Background: an optimization exercise with open tools, aiming at small area. Do not read the settings as production practice. At most, simulation tests tie the RTL to the original design; equivalence was not proved. Power figures rest on the tool's default switching activity, not on a simulated workload.

==> module four_channel_rate_limited_averager_top, before the edit <==
module four_channel_rate_limited_averager_top (
	input  logic                          clk,
	input  logic                          arst_n,
	input  logic                          s_tvalid,
	output logic                          s_tready,
	input  logic [fcrla_pkg::IN_W-1:0]    s_tdata,
	input  logic [1:0]                    s_tuser,
	output logic                          m_tvalid,
	input  logic                          m_tready,
	output logic [fcrla_pkg::OUT_W-1:0]   m_tdata,
	input  logic                          cfg_we,
	input  logic [fcrla_pkg::IVAL_W-1:0]  cfg_data
);
	fcrla_pkg::state_t state_q;
	logic [5:0]  cnt_q;
	logic [15:0] ival_q;
	logic        stream_q;
	logic [31:0] last_q;
	logic        fresh_q;    
	logic        clrp_q;
	logic [11:0] w0h_q, w1h_q, w2h_q, w3h_q;
	logic        smp;
	logic        room;
	logic        need_acc;
	logic        accept;
	logic        hit;
	logic        acc_last;
	logic        shift;
	logic [15:0] pad;
	logic [27:0] acc;
	logic [27:0] dstep;
	logic [27:0] alu;
	logic [12:0] tally_inc;
	logic [5:0]  cnt_inc;
	assign smp      = (s_tuser == 2'd0) && stream_q && s_tdata[0];
	assign room     = !m_tdata[76];
	assign need_acc = smp && room;
	assign acc_last = (state_q == fcrla_pkg::ST_ACC) && (cnt_q[1:0] == 2'd3);
	assign s_tready = ((state_q == fcrla_pkg::ST_IDLE) && !need_acc) || acc_last;
	assign accept   = s_tvalid && s_tready;
	assign shift    = (state_q == fcrla_pkg::ST_ACC) || (state_q == fcrla_pkg::ST_DIV);
	always_comb begin
		logic [31:0] t;
		logic [31:0] e;
		logic        c;
		logic        hi;
		logic        nl;
		t = s_tdata[32:1];
		c = 1'b1;
		for (int i = 0; i < 32; i++) begin
			nl   = !(last_q[i] && !fresh_q);
			e[i] = t[i] ^ nl ^ c;
			c    = (t[i] & nl) | (c & (t[i] ^ nl));
		end
		c = 1'b1;
		for (int i = 0; i < 16; i++) begin
			c = (e[i] & !ival_q[i]) | (c & (e[i] ^ !ival_q[i]));
		end
		hi  = |e[31:16];
		hit = hi || c;
	end
	always_comb begin
		case (cnt_q[1:0])
			2'd0:    pad = s_tdata[48:33];
			2'd1:    pad = s_tdata[64:49];
			2'd2:    pad = s_tdata[80:65];
			default: pad = s_tdata[96:81];
		endcase
	end
	always_comb begin
		logic [27:0] a;
		logic        c;
		a = clrp_q ? 28'd0 : {w0h_q, m_tdata[15:0]};
		c = 1'b0;
		for (int i = 0; i < 16; i++) begin
			acc[i] = a[i] ^ pad[i] ^ c;
			c      = (a[i] & pad[i]) | (c & (a[i] ^ pad[i]));
		end
		for (int i = 16; i < 28; i++) begin
			acc[i] = a[i] ^ c;
			c      = a[i] & c;
		end
	end
	always_comb begin
		logic [12:0] tr;
		logic [12:0] d;
		logic        c;
		tr = {w0h_q, m_tdata[15]};
		c  = 1'b1;
		for (int i = 0; i < 13; i++) begin
			d[i] = tr[i] ^ !m_tdata[64+i] ^ c;
			c    = (tr[i] & !m_tdata[64+i]) | (c & (tr[i] ^ !m_tdata[64+i]));
		end
		dstep = {c ? d[11:0] : tr[11:0], m_tdata[14:0], c};
	end
	assign alu = (state_q == fcrla_pkg::ST_DIV) ? dstep : acc;
	always_ff @(posedge clk) begin
		if (shift) begin
			{w3h_q, m_tdata[63:48]} <= alu;
			{w2h_q, m_tdata[47:32]} <= {w3h_q, m_tdata[63:48]};
			{w1h_q, m_tdata[31:16]} <= {w2h_q, m_tdata[47:32]};
			{w0h_q, m_tdata[15:0]}  <= {w1h_q, m_tdata[31:16]};
		end
	end
	always_comb begin
		logic c;
		c = 1'b1;
		for (int i = 0; i < 13; i++) begin
			tally_inc[i] = m_tdata[64+i] ^ c;
			c            = m_tdata[64+i] & c;
		end
		c = 1'b1;
		for (int i = 0; i < 6; i++) begin
			cnt_inc[i] = cnt_q[i] ^ c;
			c          = cnt_q[i] & c;
		end
	end
	always_ff @(posedge clk) begin
		cnt_q <= '0;
		if ((state_q == fcrla_pkg::ST_ACC) && !acc_last) begin
			cnt_q <= cnt_inc;
		end
		if (state_q == fcrla_pkg::ST_DIV) begin
			cnt_q <= cnt_inc;
		end
	end
	always_ff @(posedge clk or negedge arst_n) begin
		if (!arst_n) begin
			state_q <= fcrla_pkg::ST_IDLE;
		end else begin
			unique case (state_q)
				fcrla_pkg::ST_IDLE: begin
					if (s_tvalid && need_acc) begin
						state_q <= fcrla_pkg::ST_ACC;
					end else if (accept && smp && hit) begin
						state_q <= fcrla_pkg::ST_DIV;
					end
				end
				fcrla_pkg::ST_ACC: begin
					if (acc_last) begin
						state_q <= hit ? fcrla_pkg::ST_DIV : fcrla_pkg::ST_IDLE;
					end
				end
				fcrla_pkg::ST_DIV: begin
					if (cnt_q == 6'd63) begin
						state_q <= fcrla_pkg::ST_OUT;
					end
				end
				default: begin
					if (m_tready) begin
						state_q <= fcrla_pkg::ST_IDLE;
					end
				end
			endcase
		end
	end
	always_ff @(posedge clk or negedge arst_n) begin
		if (!arst_n) begin
			ival_q <= fcrla_pkg::EMIT_INTERVAL_RESET;
		end else if (cfg_we) begin
			ival_q <= cfg_data;
		end
	end
	always_ff @(posedge clk or negedge arst_n) begin
		if (!arst_n) begin
			stream_q <= 1'b0;
			fresh_q  <= 1'b1;
			m_tdata[76:64] <= '0;
			clrp_q   <= 1'b1;
		end else if ((state_q == fcrla_pkg::ST_OUT) && m_tready) begin
			m_tdata[76:64] <= '0;
			clrp_q  <= 1'b1;
		end else if (accept) begin
			unique case (s_tuser)
				2'd1: begin
					stream_q <= 1'b1;
					m_tdata[76:64] <= '0;
					clrp_q   <= 1'b1;
				end
				2'd2: stream_q <= 1'b0;
				2'd0: begin
					if (smp) begin
						if (room) begin
							m_tdata[76:64] <= tally_inc;
							clrp_q  <= 1'b0;
						end
						if (hit) begin
							fresh_q <= 1'b0;
						end
					end
				end
				default: ;
			endcase
		end
	end
	always_ff @(posedge clk) begin
		if (accept && smp && hit) begin
			last_q <= s_tdata[32:1];
		end
	end
	assign m_tvalid = (state_q == fcrla_pkg::ST_OUT);
	assign m_tdata[79:77] = 3'b000;
endmodule
make LEC_CHECK=0 CAP_MARGIN=20 CORE_MARGIN=2 CORE_UTILIZATION=40 SLEW_MARGIN=20 finish   # period 10.0 ns
run.sh (not shown) runs the stock make flow with config.mk's settings and CLKGATE_MAP_FILE= SYNTH_SCRIPT=/design/flow/synth_recipe.tcl, a recipe that flattens the netlist after the stock synthesis.
The starting point completed and failed the layout checks on negative setup slack.
Change:
--- a/flow/design.v
+++ b/flow/design.v
@@ -57,50 +57,61 @@
 	assign acc_last = (state_q == fcrla_pkg::ST_ACC) && (cnt_q[1:0] == 2'd3);
 	assign s_tready = ((state_q == fcrla_pkg::ST_IDLE) && !need_acc) || acc_last;
 	assign accept   = s_tvalid && s_tready;
 	assign shift    = (state_q == fcrla_pkg::ST_ACC) || (state_q == fcrla_pkg::ST_DIV);
 	always_comb begin
 		logic [31:0] t;
-		logic [31:0] e;
+		logic [15:0] e;
+		logic [15:0] s;
 		logic        c;
-		logic        hi;
+		logic        ch;
+		logic        ge;
 		logic        nl;
+		logic        hz;
 		t = s_tdata[32:1];
 		c = 1'b1;
-		for (int i = 0; i < 32; i++) begin
+		for (int i = 0; i < 16; i++) begin
 			nl   = !(last_q[i] && !fresh_q);
 			e[i] = t[i] ^ nl ^ c;
 			c    = (t[i] & nl) | (c & (t[i] ^ nl));
 		end
-		c = 1'b1;
-		for (int i = 0; i < 16; i++) begin
-			c = (e[i] & !ival_q[i]) | (c & (e[i] ^ !ival_q[i]));
-		end
-		hi  = |e[31:16];
-		hit = hi || c;
+		ch = 1'b0;
+		for (int i = 0; i < 16; i++) begin
+			nl   = !(last_q[16+i] && !fresh_q);
+			s[i] = t[16+i] ^ nl ^ ch;
+			ch   = (t[16+i] & nl) | (ch & (t[16+i] ^ nl));
+		end
+		ge = 1'b1;
+		for (int i = 0; i < 16; i++) begin
+			ge = (e[i] & !ival_q[i]) | (ge & (e[i] ^ !ival_q[i]));
+		end
+		hz  = c ? (&s) : !(|s);
+		hit = !hz || ge;
 	end
 	always_comb begin
 		case (cnt_q[1:0])
 			2'd0:    pad = s_tdata[48:33];
 			2'd1:    pad = s_tdata[64:49];
 			2'd2:    pad = s_tdata[80:65];
 			default: pad = s_tdata[96:81];
 		endcase
 	end
 	always_comb begin
 		logic [27:0] a;
 		logic        c;
+		logic        p;
 		a = clrp_q ? 28'd0 : {w0h_q, m_tdata[15:0]};
 		c = 1'b0;
 		for (int i = 0; i < 16; i++) begin
 			acc[i] = a[i] ^ pad[i] ^ c;
 			c      = (a[i] & pad[i]) | (c & (a[i] ^ pad[i]));
 		end
+		p = 1'b1;
 		for (int i = 16; i < 28; i++) begin
-			acc[i] = a[i] ^ c;
-			c      = a[i] & c;
+			acc[i] = a[i] ^ (c & p);
+			p      = p & a[i];
 		end
 	end
 	always_comb begin
 		logic [12:0] tr;
 		logic [12:0] d;
 		logic        c;
=> This time the run ran to the end with no violations. Fmax grows by 26%. Core utilization shrinks by 1.2 points. Clock-buffer cell count shrinks by 2. Worst setup slack improves by 2.5 ns. Hold slack improves by 0.0064 ns. Clock skew stays flat. Flip-flop and latch count does not change. Cell count shrinks by 0.67%. Non-clock buffer count shrinks by 3. Sequential power grows by about 4%. Global-route usage grows by 0.35 points. Clock power grows by 4.0%. Power grows by 19%.
Function not checked in the second run of this note: the RTL went through the layout flow alone.

---

The RTL this note starts from:
==> flow/design.v <==
package fcrla_pkg;
	localparam int MAX_SAMPLES = 4096;
	localparam int SAMPLE_BITS = 16;
	localparam int LANES       = 4;
	localparam int COUNT_W     = 13;
	localparam int TIME_W      = 32;
	localparam int IVAL_W      = 16;
	localparam int TALLY_W     = 13;
	localparam int SUM_W       = 28;
	localparam int IN_W        = 104;
	localparam int OUT_W       = 80;
	localparam logic [IVAL_W-1:0] EMIT_INTERVAL_RESET = IVAL_W'(1000);
	typedef enum logic [1:0] {
		ST_IDLE = 2'd0,
		ST_ACC  = 2'd1,
		ST_DIV  = 2'd2,
		ST_OUT  = 2'd3
	} state_t;
endpackage
module four_channel_rate_limited_averager_top (
	input  logic                          clk,
	input  logic                          arst_n,
	input  logic                          s_tvalid,
	output logic                          s_tready,
	input  logic [fcrla_pkg::IN_W-1:0]    s_tdata,
	input  logic [1:0]                    s_tuser,
	output logic                          m_tvalid,
	input  logic                          m_tready,
	output logic [fcrla_pkg::OUT_W-1:0]   m_tdata,
	input  logic                          cfg_we,
	input  logic [fcrla_pkg::IVAL_W-1:0]  cfg_data
);
	fcrla_pkg::state_t state_q;
	logic [1:0]  ph_q;
	logic [3:0]  step_q;
	logic [15:0] ival_q;
	logic        stream_q;
	logic [31:0] last_q;
	logic        fresh_q;    
	logic        clrp_q;
	logic [11:0] w0h_q, w1h_q, w2h_q, w3h_q;
	logic        smp;
	logic        room;
	logic        accept;
	logic        hit;
	logic        acc_last;
	logic        div;
	logic [15:0] pad;
	logic [27:0] acc;
	logic [27:0] dstep;
	logic [27:0] alu;
	logic [12:0] tally_inc;
	logic [3:0]  step_inc;
	assign smp      = (s_tuser == 2'd0) && stream_q && s_tdata[0];
	assign room     = !m_tdata[76];
	assign acc_last = (state_q == fcrla_pkg::ST_ACC) && (ph_q == 2'd3);
	assign s_tready = ((state_q == fcrla_pkg::ST_IDLE) && !smp) || acc_last;
	assign accept   = s_tvalid && s_tready;
	assign div      = (state_q == fcrla_pkg::ST_DIV);
	always_comb begin
		logic [31:0] t;
		logic [15:0] e;
		logic [15:0] s;
		logic        c;
		logic        ch;
		logic        ge;
		logic        nl;
		logic        hz;
		t = s_tdata[32:1];
		c = 1'b1;
		for (int i = 0; i < 16; i++) begin
			nl   = !(last_q[i] && !fresh_q);
			e[i] = t[i] ^ nl ^ c;
			c    = (t[i] & nl) | (c & (t[i] ^ nl));
		end
		ch = 1'b0;
		for (int i = 0; i < 16; i++) begin
			nl   = !(last_q[16+i] && !fresh_q);
			s[i] = t[16+i] ^ nl ^ ch;
			ch   = (t[16+i] & nl) | (ch & (t[16+i] ^ nl));
		end
		ge = 1'b1;
		for (int i = 0; i < 16; i++) begin
			ge = (e[i] & !ival_q[i]) | (ge & (e[i] | !ival_q[i]));
		end
		hz  = c ? (&s) : !(|s);
		hit = !hz || ge;
	end
	always_comb begin
		logic [3:0] sel;
		for (int k = 0; k < 4; k++) begin
			sel[k] = (state_q == fcrla_pkg::ST_ACC) && room && (ph_q == 2'(k));
		end
		pad = ({16{sel[0]}} & s_tdata[48:33]) | ({16{sel[1]}} & s_tdata[64:49])
		    | ({16{sel[2]}} & s_tdata[80:65]) | ({16{sel[3]}} & s_tdata[96:81]);
	end
	always_comb begin
		logic [27:0] a;
		logic        c;
		logic        p;
		a = clrp_q ? 28'd0 : {w0h_q, m_tdata[15:0]};
		if (div) begin
			a[15:0] = {m_tdata[14:0], 1'b0};
		end
		c = 1'b0;
		for (int i = 0; i < 16; i++) begin
			acc[i] = a[i] ^ pad[i] ^ c;
			c      = (a[i] & pad[i]) | (c & (a[i] ^ pad[i]));
		end
		p = 1'b1;
		for (int i = 16; i < 28; i++) begin
			acc[i] = a[i] ^ (c & p);
			p      = p & a[i];
		end
	end
	always_comb begin
		logic [12:0] tr;
		logic [12:0] d;
		logic        c;
		tr = {w0h_q, m_tdata[15]};
		c  = 1'b1;
		for (int i = 0; i < 13; i++) begin
			d[i] = tr[i] ^ !m_tdata[64+i] ^ c;
			c    = (tr[i] & !m_tdata[64+i]) | (c & (tr[i] ^ !m_tdata[64+i]));
		end
		dstep = {c ? d[11:0] : tr[11:0], m_tdata[14:0], c};
	end
	assign alu = {div ? dstep[27:16] : acc[27:16], acc[15:1], div ? dstep[0] : acc[0]};
	always_ff @(posedge clk) begin
		w3h_q <= alu[27:16];
		w2h_q <= w3h_q;
		w1h_q <= w2h_q;
		w0h_q <= w1h_q;
	end
	always_ff @(posedge clk) begin
		if (state_q != fcrla_pkg::ST_OUT) begin
			m_tdata[63:48] <= alu[15:0];
			m_tdata[47:32] <= m_tdata[63:48];
			m_tdata[31:16] <= m_tdata[47:32];
			m_tdata[15:0]  <= m_tdata[31:16];
		end
	end
	always_comb begin
		logic c;
		c = 1'b1;
		for (int i = 0; i < 13; i++) begin
			tally_inc[i] = m_tdata[64+i] ^ c;
			c            = m_tdata[64+i] & c;
		end
		c = 1'b1;
		for (int i = 0; i < 4; i++) begin
			step_inc[i] = step_q[i] ^ c;
			c           = step_q[i] & c;
		end
	end
	always_ff @(posedge clk or negedge arst_n) begin
		if (!arst_n) begin
			ph_q <= '0;
		end else begin
			ph_q <= ph_q + 2'd1;
		end
	end
	always_ff @(posedge clk) begin
		step_q <= '0;
		if (div) begin
			step_q <= (ph_q == 2'd3) ? step_inc : step_q;
		end
	end
	always_ff @(posedge clk or negedge arst_n) begin
		if (!arst_n) begin
			state_q <= fcrla_pkg::ST_IDLE;
		end else begin
			unique case (state_q)
				fcrla_pkg::ST_IDLE: begin
					if (s_tvalid && smp && (ph_q == 2'd3)) begin
						state_q <= fcrla_pkg::ST_ACC;
					end
				end
				fcrla_pkg::ST_ACC: begin
					if (acc_last) begin
						state_q <= hit ? fcrla_pkg::ST_DIV : fcrla_pkg::ST_IDLE;
					end
				end
				fcrla_pkg::ST_DIV: begin
					if ((step_q == 4'd15) && (ph_q == 2'd3)) begin
						state_q <= fcrla_pkg::ST_OUT;
					end
				end
				default: begin
					if (m_tready) begin
						state_q <= fcrla_pkg::ST_IDLE;
					end
				end
			endcase
		end
	end
	always_ff @(posedge clk or negedge arst_n) begin
		if (!arst_n) begin
			ival_q <= fcrla_pkg::EMIT_INTERVAL_RESET;
		end else if (cfg_we) begin
			ival_q <= cfg_data;
		end
	end
	always_ff @(posedge clk or negedge arst_n) begin
		if (!arst_n) begin
			stream_q <= 1'b0;
			fresh_q  <= 1'b1;
		end else if (accept) begin
			unique case (s_tuser)
				2'd1: stream_q <= 1'b1;
				2'd2: stream_q <= 1'b0;
				2'd0: begin
					if (smp && hit) begin
						fresh_q <= 1'b0;
					end
				end
				default: ;
			endcase
		end
	end
	always_ff @(posedge clk) begin
		if ((state_q == fcrla_pkg::ST_OUT) && m_tready) begin
			m_tdata[76:64] <= '0;
			clrp_q         <= 1'b1;
		end else if (accept) begin
			if (s_tuser == 2'd1) begin
				m_tdata[76:64] <= '0;
				clrp_q         <= 1'b1;
			end else if ((s_tuser == 2'd0) && smp && room) begin
				m_tdata[76:64] <= tally_inc;
				clrp_q         <= 1'b0;
			end
		end
	end
	always_ff @(posedge clk) begin
		if (accept && smp && hit) begin
			last_q <= s_tdata[32:1];
		end
	end
	assign m_tvalid       = (state_q == fcrla_pkg::ST_OUT);
	assign m_tdata[79:77] = 3'b000;
endmodule
export LEC_CHECK = 0
export CAP_MARGIN = 20
export CORE_MARGIN = 2
export CORE_UTILIZATION = 65
export SLEW_MARGIN = 20
create_clock -name core_clock -period 10.0 [get_ports {clk}]
standard.sh (not shown) runs the stock make flow with config.mk's settings and CLKGATE_MAP_FILE= SYNTH_SCRIPT=/design/flow/synth_recipe.tcl, a recipe that flattens the netlist after the stock synthesis.
==> flow/flow/run.sh <==
#!/bin/bash
# The standard layout with two changes: the port buffers use the smallest
# buffer cell (every port still gets its own buffer), and the clock tree is
# built from fewer, larger clusters without dummy loads.
set -euo pipefail
bash standard.sh \
  BUFFER_PORTS_ARGS="-buffer_cell sky130_fd_sc_hd__buf_1" \
  CTS_ARGS="-sink_clustering_enable -repair_clock_nets -sink_clustering_size 30 -sink_clustering_max_diameter 300 -buf_list sky130_fd_sc_hd__clkbuf_8 -dont_use_dummy_load" \
  finish > make_finish.log 2>&1
The first run finished with timing, DRC and antenna clean.
Edit:
--- a/flow/design.v
+++ b/flow/design.v
@@ -80,29 +80,29 @@
 			ch   = (t[16+i] & nl) | (ch & (t[16+i] ^ nl));
 		end
 		ge = 1'b1;
 		for (int i = 0; i < 16; i++) begin
-			ge = (e[i] & !ival_q[i]) | (ge & (e[i] | !ival_q[i]));
+			ge = (e[i] & !ival_q[i]) | (ge & (e[i] ^ !ival_q[i]));
 		end
 		hz  = c ? (&s) : !(|s);
 		hit = !hz || ge;
 	end
 	always_comb begin
-		logic [3:0] sel;
-		for (int k = 0; k < 4; k++) begin
-			sel[k] = (state_q == fcrla_pkg::ST_ACC) && room && (ph_q == 2'(k));
-		end
-		pad = ({16{sel[0]}} & s_tdata[48:33]) | ({16{sel[1]}} & s_tdata[64:49])
-		    | ({16{sel[2]}} & s_tdata[80:65]) | ({16{sel[3]}} & s_tdata[96:81]);
+		pad = '0;
+		if ((state_q == fcrla_pkg::ST_ACC) && room) begin
+			case (ph_q)
+				2'd0:    pad = s_tdata[48:33];
+				2'd1:    pad = s_tdata[64:49];
+				2'd2:    pad = s_tdata[80:65];
+				default: pad = s_tdata[96:81];
+			endcase
+		end
 	end
 	always_comb begin
 		logic [27:0] a;
 		logic        c;
 		logic        p;
 		a = clrp_q ? 28'd0 : {w0h_q, m_tdata[15:0]};
-		if (div) begin
-			a[15:0] = {m_tdata[14:0], 1'b0};
-		end
 		c = 1'b0;
 		for (int i = 0; i < 16; i++) begin
 			acc[i] = a[i] ^ pad[i] ^ c;
 			c      = (a[i] & pad[i]) | (c & (a[i] ^ pad[i]));
@@ -124,9 +124,9 @@
 			c    = (tr[i] & !m_tdata[64+i]) | (c & (tr[i] ^ !m_tdata[64+i]));
 		end
 		dstep = {c ? d[11:0] : tr[11:0], m_tdata[14:0], c};
 	end
-	assign alu = {div ? dstep[27:16] : acc[27:16], acc[15:1], div ? dstep[0] : acc[0]};
+	assign alu = div ? dstep : acc;
 	always_ff @(posedge clk) begin
 		w3h_q <= alu[27:16];
 		w2h_q <= w3h_q;
 		w1h_q <= w2h_q;
After rerunning: The changed run passed the timing, design-rule and antenna checks. Hold slack is better by 4.6 ps. Non-clock buffer count came out lower by 2. Cell area came out higher by a few percent. Synthesized cell count came out higher by roughly a tenth. Combinational power came out higher by well over a third. Setup slack is better by 86 ps. Sequential power came out higher by a little under a tenth. Register-to-register slack is better by 100 ps. Wire length came out lower slightly. Global-route usage came out lower by 0.39 points. Clock power came out lower slightly.

==> what the ideal ports hide <==
Ports are ideal in the flow. The routed layouts listed here were re-timed in OpenROAD. Step 1: set_driving_cell puts a clkbuf_16 on clk and a buf_2 on each other input, an assumption about the parent block. Step 2, shift: input delay + t, output delay - t, t = (earliest + latest rising clock arrival at the registers) / 2. This alone moves slack from input paths to output paths. a / b / c = no drivers / after step 1 / after step 2; a / b = the first two.
run | t, ns | setup slack, ns | hold slack, ns | worst register clock-pin slew, ns
the first run of note 1 | 0.471 | -2.321 / -2.320 / -2.791 | 0.416 / 0.416 / 0.416 | 0.08 / 0.08
the second run of note 1 | 0.473 | 0.222 / 0.245 / -0.227 | 0.423 / 0.423 / 0.423 | 0.08 / 0.08
the first run of note 2 | 0.485 | 0.319 / 0.336 / -0.149 | 0.306 / 0.306 / 0.306 | 0.11 / 0.11
the second run of note 2 | 0.481 | 0.406 / 0.423 / -0.058 | 0.310 / 0.310 / 0.310 | 0.10 / 0.10
With both steps, setup timing fails in the second run of note 1, the first run of note 2 and the second run of note 2, where it was met with ideal ports. The setup slack of the first run of note 1, which loses most, moves by +0.001 ns with the drivers and by -0.470 ns with both steps.
